What follows belongs to an exercise in optimizing a design on an open flow for small area, a short achievable clock period and few clock cycles; a production flow would make more cautious choices. Function not checked in this run: the RTL went through the layout flow alone. Power and IR drop assume default switching activity.

<file path="flow/design.v">
`timescale 1ns/1ps
`default_nettype none
package binning_pkg;
  localparam int WEIGHT_W    = 32;   
  localparam int ADDR_W      = 32;
  localparam int LEN_W       = 20;   
  localparam int BIN_FIELD_W = 8;    
  localparam int CNT_FIELD_W = 12;
  typedef enum logic {
    FLUSH_ONE_BIN,
    FLUSH_FINAL
  } flush_kind_e;
  typedef enum logic [2:0] {
    CTRL_IDLE, CTRL_RECEIVE, CTRL_SORT, CTRL_FLUSH_ONE, CTRL_FLUSH_ALL, CTRL_FINISH
  } ctrl_state_e;
  typedef enum logic [2:0] {
    WR_IDLE, WR_REQUEST, WR_WAIT_ACK, WR_SEND_BEATS, WR_WAIT_CMPLT, WR_NEXT_BIN
  } writer_state_e;
  typedef struct packed {
    logic                   valid;
    flush_kind_e            kind;
    logic [BIN_FIELD_W-1:0] bin;
    logic [CNT_FIELD_W-1:0] count;   
  } bin_cmd_t;
  typedef struct packed {
    logic              req;
    logic [ADDR_W-1:0] addr;
    logic [LEN_W-1:0]  len;
  } bus_cmd_t;
  typedef struct packed {
    logic [WEIGHT_W-1:0] data;
    logic                sof_n;
    logic                eof_n;
    logic                src_rdy_n;
  } wr_beat_t;
endpackage
`default_nettype wire
`timescale 1ns/1ps
`default_nettype none
module weight_binner #(
  parameter int                             NUM_BINS         = 16,   
  parameter int                             BIN_DEPTH        = 8,
  parameter int                             BLOCK_WEIGHTS    = 64,
  parameter logic [binning_pkg::ADDR_W-1:0] DRAM_BASE        = 32'h8000_0000,
  parameter int                             BIN_REGION_BYTES = 1024
) (
  input  wire                             Clk,
  input  wire                             arst_n,
  input  wire                             stream_valid,
  input  wire [binning_pkg::WEIGHT_W-1:0] stream_data,
  output logic                            stream_ready,
  input  wire                             start,
  output logic                            done,
  output logic                            bus_cmd_req,
  output logic [binning_pkg::ADDR_W-1:0]  bus_cmd_addr,
  output logic [binning_pkg::LEN_W-1:0]   bus_cmd_len,
  output logic [binning_pkg::WEIGHT_W-1:0] wr_beat_data,
  output logic                            wr_beat_sof_n,
  output logic                            wr_beat_eof_n,
  output logic                            wr_beat_src_rdy_n,
  input  wire                             cmd_ack,
  input  wire                             cmd_cmplt,
  input  wire                             dst_rdy_n
);
  localparam int WW = binning_pkg::WEIGHT_W;
  localparam int AW = binning_pkg::ADDR_W;
  localparam int LW = binning_pkg::LEN_W;
  localparam int NS = BLOCK_WEIGHTS;       
  localparam int SW = $clog2(NS);
  localparam int BW = $clog2(NUM_BINS);
  localparam int DW = $clog2(BIN_DEPTH);   
  localparam int KW = SW - DW;             
  localparam int NW = DW + 1;              
  localparam int FQ = 2;                   
  localparam int GL = 8;                   
  localparam int GH = NS / GL;
  logic          busy;
  logic          ready_q;      
  logic          nrdy_q;       
  logic          ready_nxt;
  logic [GH-1:0] a_hi;         
  logic [GL-1:0] a_lo;
  logic          a_last;       
  logic          a_prev;       
  logic [NS-1:0] a_sel;
  logic          last_seen;    
  logic [BW-1:0] last_bin;
  logic          last_fired;   
  logic          last_taken;
  logic          accept;
  logic          take;         
  logic          peek;         
  logic          proc;         
  logic [BW-1:0] p_bin;
  logic          f_v;          
  logic [BW-1:0] f_bin;
  logic [KW-1:0] f_k;
  logic [BW-1:0] fq_bin [FQ];
  logic [KW-1:0] fq_k   [FQ];
  logic [1:0]    fq_n;
  assign accept = stream_valid && !nrdy_q;
  assign a_last = a_hi[GH-1] && a_lo[GL-1];
  assign a_prev = a_hi[GH-1] && a_lo[GL-2];
  assign take   = accept && !a_last;
  assign peek   = busy && stream_valid && a_last && !last_seen &&
                  (3'(fq_n) + 3'(f_v) < 3'(FQ));
  assign proc   = take || peek;
  assign p_bin  = stream_data[WW-1 -: BW];
  assign stream_ready = ready_q;
  always_comb begin
    if (start && !busy) begin
      ready_nxt = 1'b1;
    end else if (a_last) begin
      ready_nxt = last_fired && !last_taken && nrdy_q && !(hv && h_sel[NS-1]);
    end else begin
      ready_nxt = busy && !(take && a_prev) &&
                  (3'(fq_n) - 3'(ld_q) + 3'(f_v && !ld_fill) + 3'(take) < 3'(FQ));
    end
  end
  logic [SW-1:0] cnt [NUM_BINS];    
  logic [SW-1:0] p_cnt;
  logic          fill;
  assign p_cnt = cnt[p_bin];
  assign fill  = proc && (p_cnt[DW-1:0] == DW'(BIN_DEPTH - 1));
  logic          req_q;        
  logic          nreq_q;       
  logic [BW-1:0] cb_bin;
  logic [BW-1:0] cb_bin_s;     
  logic [KW-1:0] cb_k;
  logic [NW-1:0] cb_n;
  logic          cb_taken;     
  logic          await_cmplt;
  logic [NUM_BINS-1:0] rmask;  
  logic          rdone;        
  logic          ld_q;         
  logic          ld_fill;      
  logic          ld_res;       
  logic          res_found;
  logic [BW-1:0] res_bin;
  logic [KW-1:0] res_k;
  logic [DW-1:0] res_n;
  logic [NUM_BINS-1:0] res_mask;
  logic [NUM_BINS-1:0] res_below;
  logic [NUM_BINS-1:0] res_oh;
  always_comb begin
    for (int b = 0; b < NUM_BINS; b++) begin
      res_mask[b] = (cnt[b][DW-1:0] != '0) && rmask[b];
    end
    res_below = res_mask << 1;
    for (int d = 1; d < NUM_BINS; d = d * 2) begin
      res_below = res_below | (res_below << d);
    end
    res_oh    = res_mask & ~res_below;
    res_found = |res_mask;
    res_bin   = '0;
    res_k     = '0;
    res_n     = '0;
    for (int b = 0; b < NUM_BINS; b++) begin
      res_bin = res_bin | ({BW{res_oh[b]}} & BW'(b));
      res_k   = res_k | ({KW{res_oh[b]}} & cnt[b][SW-1:DW]);
      res_n   = res_n | ({DW{res_oh[b]}} & cnt[b][DW-1:0]);
    end
  end
  assign ld_q      = nreq_q && (fq_n != 2'd0);
  assign ld_fill   = nreq_q && (fq_n == 2'd0) && f_v;
  assign ld_res    = nreq_q && (fq_n == 2'd0) && !f_v && last_seen && !rdone && res_found;
  assign bus_cmd_req  = req_q;
  assign bus_cmd_addr = DRAM_BASE + AW'(cb_bin) * AW'(BIN_REGION_BYTES) +
                        AW'(cb_k) * AW'(BIN_DEPTH * 4);
  assign bus_cmd_len  = LW'({cb_n, 2'b00});
  logic [WW-1:0] slot  [NS-1];
  logic [NS-2:0] valid;         
  logic [NS-1:0] avail;
  logic [NS-1:0] snap;          
  logic [NS-1:0] match;         
  logic          ht_q;          
  logic [NS-1:0] below;         
  logic [NS-1:0] cand;          
  logic [BW-1:0] pb_bin;        
  logic [NW-1:0] pb_left;       
  logic          pb_first;
  logic          hv;            
  logic [GH-1:0] h_hi;          
  logic [GL-1:0] h_lo;
  logic [GH-1:0] cand_hi;
  logic [GL-1:0] cand_lo;
  logic [NS-1:0] h_sel;
  logic          h_sof;
  logic          h_eof;
  logic [BW-1:0] h_bin;
  logic          out_v;
  logic          open_q;        
  logic          src_rdy_o;    
  logic          src_rdy_n_q;  
  logic          out_sof_n;    
  logic          out_eof_n;
  logic [WW-1:0] out_data;
  logic          out_eof;
  logic          xfer;
  logic          out_take;
  logic          head_take;
  logic          pb_load;
  logic [WW-1:0] h_data;
  logic          open_nxt;
  logic          out_v_nxt;
  logic          cmd_xfer;
  assign avail = {last_seen && !last_fired, valid & ~({(NS-1){ht_q}} & h_sel[NS-2:0])};
  always_comb begin
    for (int i = 0; i < NS; i++) begin
      snap[i] = avail[i] && (((i == NS - 1) ? last_bin : slot[i][WW-1 -: BW]) == cb_bin_s);
    end
    below = match << 1;
    for (int d = 1; d < NS; d = d * 2) begin
      below = below | (below << d);
    end
    cand     = match & ~below;
    cand_hi = '0;
    cand_lo = '0;
    for (int i = 0; i < NS; i++) begin
      cand_hi[i / GL] = cand_hi[i / GL] | cand[i];
      cand_lo[i % GL] = cand_lo[i % GL] | cand[i];
    end
  end
  always_comb begin
    for (int i = 0; i < NS; i++) begin
      h_sel[i] = h_hi[i / GL] && h_lo[i % GL];
      a_sel[i] = a_hi[i / GL] && a_lo[i % GL];
    end
    h_data = {h_bin, {(WW-BW){1'b0}}};
    for (int i = 0; i < NS; i++) begin
      h_data[WW-BW-1:0] = h_data[WW-BW-1:0] |
        ({(WW-BW){h_sel[i]}} & ((i == NS - 1) ? stream_data[WW-BW-1:0] : slot[i][WW-BW-1:0]));
    end
  end
  assign xfer      = !src_rdy_n_q && !dst_rdy_n;
  assign cmd_xfer  = !nreq_q && cmd_ack;
  assign out_take  = hv && (!out_v || xfer);
  assign head_take = (pb_left != '0) && (!hv || out_take);
  assign pb_load   = (pb_left == '0) && !nreq_q && !cb_taken;
  assign open_nxt  = (open_q && !(xfer && out_eof)) || cmd_xfer;
  assign out_v_nxt = out_take || (out_v && !xfer);
  assign wr_beat_data      = out_data;
  assign wr_beat_sof_n     = out_sof_n;
  assign wr_beat_eof_n     = out_eof_n;
  assign wr_beat_src_rdy_n = !src_rdy_o;
  always_ff @(posedge Clk) begin
    if (take) begin
      for (int i = 0; i < NS - 1; i++) begin
        if (a_sel[i]) slot[i] <= stream_data;
      end
    end
    if (peek) begin
      last_bin <= p_bin;
    end
    if (start && !busy) begin
      for (int b = 0; b < NUM_BINS; b++) cnt[b] <= '0;
    end else if (proc) begin
      cnt[p_bin] <= p_cnt + 1'b1;
    end
    if (fill) begin
      f_bin <= p_bin;
      f_k   <= p_cnt[SW-1:DW];
    end
    for (int q = 0; q < FQ; q++) begin
      if (f_v && !ld_fill && 32'(fq_n) - 32'(ld_q) == q) begin
        fq_bin[q] <= f_bin;
        fq_k[q]   <= f_k;
      end else if (ld_q && q < FQ - 1) begin
        fq_bin[q] <= fq_bin[q+1];
        fq_k[q]   <= fq_k[q+1];
      end
    end
    if (pb_load) begin
      pb_bin <= cb_bin;
    end
    if (head_take) begin
      h_hi  <= cand_hi;
      h_lo  <= cand_lo;
      h_sof <= pb_first;
      h_eof <= (pb_left == NW'(1));
      h_bin <= pb_bin;
    end
    if (out_take) begin
      out_eof <= h_eof;
    end
  end
  always_ff @(posedge Clk or negedge arst_n) begin
    if (!arst_n) begin
      cb_bin    <= '0;
      cb_k      <= '0;
      cb_n      <= '0;
      out_data  <= '0;
      out_sof_n <= 1'b0;
      out_eof_n <= 1'b0;
    end else begin
      if (ld_q) begin
        cb_bin <= fq_bin[0];
        cb_k   <= fq_k[0];
        cb_n   <= NW'(BIN_DEPTH);
      end else if (ld_fill) begin
        cb_bin <= f_bin;
        cb_k   <= f_k;
        cb_n   <= NW'(BIN_DEPTH);
      end else if (ld_res) begin
        cb_bin <= res_bin;
        cb_k   <= res_k;
        cb_n   <= NW'(res_n);
      end
      if (out_take) begin
        out_data  <= h_data;
        out_sof_n <= !h_sof;
        out_eof_n <= !h_eof;
      end
    end
  end
  always_ff @(posedge Clk or negedge arst_n) begin
    if (!arst_n) begin
      busy        <= 1'b0;
      ready_q     <= 1'b0;
      nrdy_q      <= 1'b1;
      a_hi        <= GH'(1);
      a_lo        <= GL'(1);
      last_seen   <= 1'b0;
      last_fired  <= 1'b0;
      last_taken  <= 1'b0;
      f_v         <= 1'b0;
      fq_n        <= '0;
      req_q       <= 1'b0;
      nreq_q      <= 1'b1;
      cb_taken    <= 1'b0;
      await_cmplt <= 1'b0;
      rmask       <= '0;
      rdone       <= 1'b0;
      cb_bin_s    <= '0;
      valid       <= '0;
      match       <= '0;
      ht_q        <= 1'b0;
      pb_left     <= '0;
      pb_first    <= 1'b0;
      hv          <= 1'b0;
      out_v       <= 1'b0;
      open_q      <= 1'b0;
      src_rdy_n_q <= 1'b1;
      src_rdy_o   <= 1'b0;
      done        <= 1'b0;
    end else begin
      done    <= 1'b0;
      ready_q <= ready_nxt;
      nrdy_q  <= !ready_nxt;
      if (start && !busy) begin
        busy    <= 1'b1;
        a_hi    <= GH'(1);
        a_lo    <= GL'(1);
        rmask   <= '1;
        rdone   <= 1'b0;
      end else begin
        if (take) begin
          a_lo <= {a_lo[GL-2:0], a_lo[GL-1]};
          if (a_lo[GL-1]) a_hi <= {a_hi[GH-2:0], a_hi[GH-1]};
        end
        if (accept && a_last) begin
          last_taken <= 1'b1;
        end
        if (peek) begin
          last_seen <= 1'b1;
        end
      end
      fq_n <= fq_n + 2'(f_v && !ld_fill) - 2'(ld_q);
      f_v  <= fill;
      if (cmd_xfer) begin
        req_q       <= 1'b0;
        nreq_q      <= 1'b1;
        await_cmplt <= 1'b1;
      end
      if (cmd_cmplt) begin
        await_cmplt <= 1'b0;
      end
      if (ld_q || ld_fill || ld_res) begin
        req_q    <= 1'b1;
        nreq_q   <= 1'b0;
        cb_taken <= 1'b0;
      end else if (nreq_q && fq_n == 2'd0 && !f_v && last_seen && !rdone && !res_found) begin
        rdone <= 1'b1;
      end
      if (ld_res) begin
        rmask <= rmask & ~res_oh;
      end
      if (ld_q) begin
        cb_bin_s <= fq_bin[0];
      end else if (ld_fill) begin
        cb_bin_s <= f_bin;
      end else if (ld_res) begin
        cb_bin_s <= res_bin;
      end
      if (pb_load) begin
        cb_taken <= 1'b1;
      end
      if (busy && rdone && nreq_q && await_cmplt && cmd_cmplt) begin
        done       <= 1'b1;
        busy       <= 1'b0;
        last_seen  <= 1'b0;
        last_fired <= 1'b0;
        last_taken <= 1'b0;
      end
      ht_q <= head_take;
      if (pb_load) begin
        pb_left  <= cb_n;
        pb_first <= 1'b1;
        match    <= snap;
      end else if (head_take) begin
        match    <= match & ~cand;
      end
      if (head_take) begin
        hv       <= 1'b1;
        pb_left  <= pb_left - 1'b1;
        pb_first <= 1'b0;
        if (cand[NS-1]) begin
          last_fired <= 1'b1;
        end
      end else if (out_take) begin
        hv <= 1'b0;
      end
      for (int i = 0; i < NS - 1; i++) begin
        if (take && a_sel[i]) begin
          valid[i] <= 1'b1;
        end else if (ht_q && h_sel[i]) begin
          valid[i] <= 1'b0;
        end
      end
      out_v       <= out_v_nxt;
      open_q      <= open_nxt;
      src_rdy_n_q <= !(open_nxt && out_v_nxt);
      src_rdy_o   <= open_nxt && out_v_nxt;
    end
  end
endmodule
`default_nettype wire
</file>
<file path="flow/run.sh">
#!/bin/bash
# synth_recipe.tcl (not shown) runs the flow's synth.tcl, then flattens the netlist and writes it again
# the make line also repeats each setting of config.mk as NAME=value (left out here)
make -C /OpenROAD-flow-scripts/flow DESIGN_CONFIG=/design/flow/config.mk WORK_HOME=/design/flow/orfs CLKGATE_MAP_FILE= SYNTH_SCRIPT=/design/flow/synth_recipe.tcl finish
</file>
<file path="flow/config.mk">
export PLATFORM = sky130hd
export DESIGN_NAME = weight_binner
export DESIGN_NICKNAME = weight_binner
export VERILOG_FILES = /design/flow/design.v
export SDC_FILE = /design/flow/constraint.sdc
export NUM_CORES = 4
export LEC_CHECK = 0
export ABC_CLOCK_PERIOD_IN_PS = 3000
export CAP_MARGIN = 20
export CORE_MARGIN = 2
export CORE_UTILIZATION = 55
export CTS_CLUSTER_DIAMETER = 70
export CTS_CLUSTER_SIZE = 25
export SETUP_SLACK_MARGIN = 5.0
export SLEW_MARGIN = 20
</file>
<file path="flow/constraint.sdc">
create_clock -name core_clock -period 8.0 [get_ports {Clk}]
set_input_delay 1.6000 -clock core_clock [delete_from_list [all_inputs] [get_ports {Clk}]]
set_output_delay 1.6000 -clock core_clock [all_outputs]
set_load 0.01 [all_outputs]
</file>
==> impl_metrics.csv <==
group,metric,value,unit
status,outcome,"finished clean",
route,dr.pass1.iters,9,
route,vias,60630,
placement,hpwlAfterDp,196400,µm
layout,area_growth,12.86,%
grt,gr-usage-met1,61.56,%
layout,drive_gt1_share,17.01,%
route,drc,0,
route,wl_per_cell,46.14,µm
worst_setup_path,path_cells,"buf_8, nor2b_4, buf_4, and2_4, and3_2",
sta,tns,0,ps
clock_network,clkTransAtPathRegs,80,ps
worst_setup_path,max_stage_delay,1110,ps
worst_setup_path,start_kind,"input pin",
grt,grt_pass1_vias,54450,
layout,mostFrequentLayoutCell,"edfxtp_1",
grt,grt_pass1_wl,490100,µm
yosys,syn_inst,5521,
min_path,hold_path_class,"reg2reg",
worst_setup_path,crit_fanout,37,
yosys,avgSynthCellArea,16.56,µm²
sta,rsz0062_at_grt,"yes",
worst_setup_path,path_buf_inv,2,
worst_setup_path,cp-end-kind,"flop",
clock_network,cts_tree,"done",
pwr,power_density,292.9,nW/µm²
die,rows,149,
clock_network,clkLatencyLatePin,820,ps
die,io_pins,129,
worst_setup_path,critPathArrivalTime,3620,ps
placement,place.gp.congestion,0.9190,
clock_network,root_buffer,"clkbuf_16",
pwr,total_leakage_power,33.43,nW
sta,fin_crit_sh,39.90,%
yosys,ys_ff_latch,2394,
clock_network,cts_buffers,138,
sta,hold_violations,0,
clock_network,htree_levels,4,
layout,nets,5831,
layout,final_cell_mix,"edfxtp_1 (2164), a22oi_1 (467), nand2_1 (252)",
die,die_h,411.7,µm
sta,finalCriticalPeriod,3192,ps
grt,grt-busiest-layer,"met2",
die,dieArea,169500,µm²
sta,worst_pin_slew,1273,ps
sta,setup_viol,0,
die,core,165000,µm²
sta,drv_slew,0,
pwr,ir_drop,244.7,µV
worst_setup_path,path_class,"in2reg",
grt,grt.overflow.total,0,
route,first_iter_violations,13670,
yosys,netlist_area,91410,µm²
grt,met2_usage,61.88,%
route,ant_nets,0,
grt,antenna_found_initial,23,
flow_run,drv_cap,0,
sta,relSlewSlack,15.12,%
yosys,async_flop_share,9.607,%
yosys,synth_flop_cell,"edfxtp_1",
layout,fillers,12010,
route,totalWireLength,372900,µm
route,viasPerCell,7.502,
placement,port_buffers,87,
worst_setup_path,critPathTopFamily,"simple AND/OR/NAND/NOR gates",
sta,holdWs,426.3,ps
worst_setup_path,cp_data_required_time,8430,ps
die,die_x,411.7,µm
die,start_util,55.40,%
yosys,ys_seq_area_share,77.39,%
grt,grtUsageTotal,43.52,%
yosys,ys_types,82,
pwr,power,30.21,mW
sta,fmax,313.3,MHz
grt,met3_usage,13.75,%
yosys,synth_edf_count,2164,
clock_network,clkSinkCount,2394,
sta,finClkSkew,31.02,ps
clock_network,clk_path_buf_depth,3,
worst_setup_path,slowest_stage,"and3_2",
grt,grt_max_degree,99,
yosys,yosysWarnings,4,
-- worst paths after layout --
path	cells past startpoint	startpoint	slack, ps	endpoint
max in group asynchronous	3	arst_n	5260	out_data[23]
hold reg to reg	0	pb_bin[1]	430	h_bin[1]
min in group asynchronous	1	arst_n	860	busy
hold / removal	0	pb_bin[1]	430	h_bin[1]
setup / recovery	5	stream_valid	4810	slot[48][18]
setup reg to reg	8	h_lo[6]	4940	out_data[3]
-- power breakdown --
| part | internal (mW) | switching (mW) | total [mW] |
|---|---|---|---|
| Clock | 3.83 | 4.33 | 8.16 |
| Combinational | 2.23 | 5.46 | 7.69 |
| Sequential | 14.0 | 0.314 | 14.4 |
| Total | 20.1 | 10.1 | 30.2 |
-- metal layers --
layer  part of all wire (%)  vias up
met2                     42     5769
met3                     16     1075
met5                  0.022        -
met4                    6.0       12
met1                     36    30960
li1                       -    22810
-- registers in the layout (all words and copies together) (netlist names), 6 cells and up --
| register | cells |
|---|---|
| a_lo | 8 |
| rmask | 16 |
| slot | 2016 |
| a_hi | 8 |
| cnt | 96 |
| h_hi | 8 |
| fq_k | 6 |
| match | 64 |
| h_lo | 8 |
| valid | 63 |
| out_data | 32 |
| fq_bin | 8 |
-- metrics by stage --
stage               setup WS [ps]  cell area (µm²)  util (%)  cells
finish                       4808           103200     62.53   8082
CTS                          4888           102200     61.96   8026
detailed placement           2380            95740     58.03   7667
floorplan                    4104            92300         -   5560
global placement             2420            95740     58.03   7667
global route                 4858           103100     62.52   8075
-- repair_timing --
item	in CTS	in global routing
hold buffers	0	0
pin swaps	53	29
gates cloned	19	2
buffers inserted	96	46
resized for setup	405	117
endpoints found under the setup margin	2398	381
-- cell type report --
| class | count | area (µm²) | share of cell area (%) |
|---|---|---|---|
| flip-flops and latches | 2394 | 70770 | 68.60 |
| multi-input cells | 2775 | 20770 | 20.13 |
| repair buffers | 420 | 3926 | 3.806 |
| clock buffers | 164 | 3685 | 3.572 |
| well taps | 2189 | 2739 | 2.655 |
| clock inverters | 80 | 960.9 | 0.9314 |
| inverters | 53 | 299.0 | 0.2899 |
| diodes | 7 | 17.52 | 0.01698 |
-- synthesized netlist by cell type (all sizes together), types with 13 or more instances --
cell | n | area [µm²]
a31oi | 25 | 156.4
edfxtp | 2164 | 64980
dfrtp | 225 | 5630
a21oi | 94 | 470.5
nor4 | 54 | 365.3
a22oi | 472 | 3543
mux4 | 30 | 675.7
buf | 96 | 525.5
nand3 | 90 | 450.4
o21ai | 53 | 269.0
o211ai | 18 | 135.1
nand4 | 190 | 1189
and2 | 68 | 425.4
o2111ai | 19 | 166.4
and3 | 57 | 356.6
xor2 | 44 | 385.4
o32a | 17 | 170.2
clkbuf | 254 | 953.4
o311ai | 15 | 131.4
xnor2 | 217 | 1901
or3 | 15 | 93.84
nor2 | 209 | 787.0
inv | 48 | 180.2
nor3 | 55 | 291.5
a221oi | 190 | 1664
nand2 | 285 | 1070
o31ai | 55 | 412.9
a32oi | 13 | 113.9
nand2b | 54 | 337.8
a22o | 193 | 1690
a222oi | 53 | 530.5
-- cells by family (layout without fill, tap and decap cells) --
family	Yosys count	after routing	share of synthesized area, %
AND/OR/NAND/NOR	1120	1132	6.237
other	2	48	0.008216
buffers and inverters	403	717	1.836
adder cells (fa/ha/maj)	10	10	0.1451
AO/OA/AOI/OAI	1295	1295	11.07
multiplexers	36	36	0.8130
XOR/XNOR	261	261	2.501
flip-flops	2394	2394	77.39

==> what the ideal ports hide <==
In the flow no input, the clock included, has a driving cell. The finished layout below was timed again as built, in two steps. Step 1 sets driving cells, clkbuf_16 on the clock port and buf_2 on the other inputs (assumed; they add their load-dependent delay and slew). Step 2 times the ports against the registers' clock, not the clock port: input delays grow and output delays shrink by t, the midpoint of the rising clock arrivals with the driver on. a / b / c = ideal / step 1 / step 2; a / b = the first two.
t (ns): 0.903
setup WS [ns]: 4.808 / 4.681 / 3.778
hold slack, ns: 0.426 / 0.426 / 0.426
latest minus earliest clock arrival (ns): 0.042 / 0.042
cell pins on the clock port's net: 1
After both steps this run still meets setup and hold. The setup slack of this run moves by -0.127 ns with the drivers and by -1.030 ns with both steps.
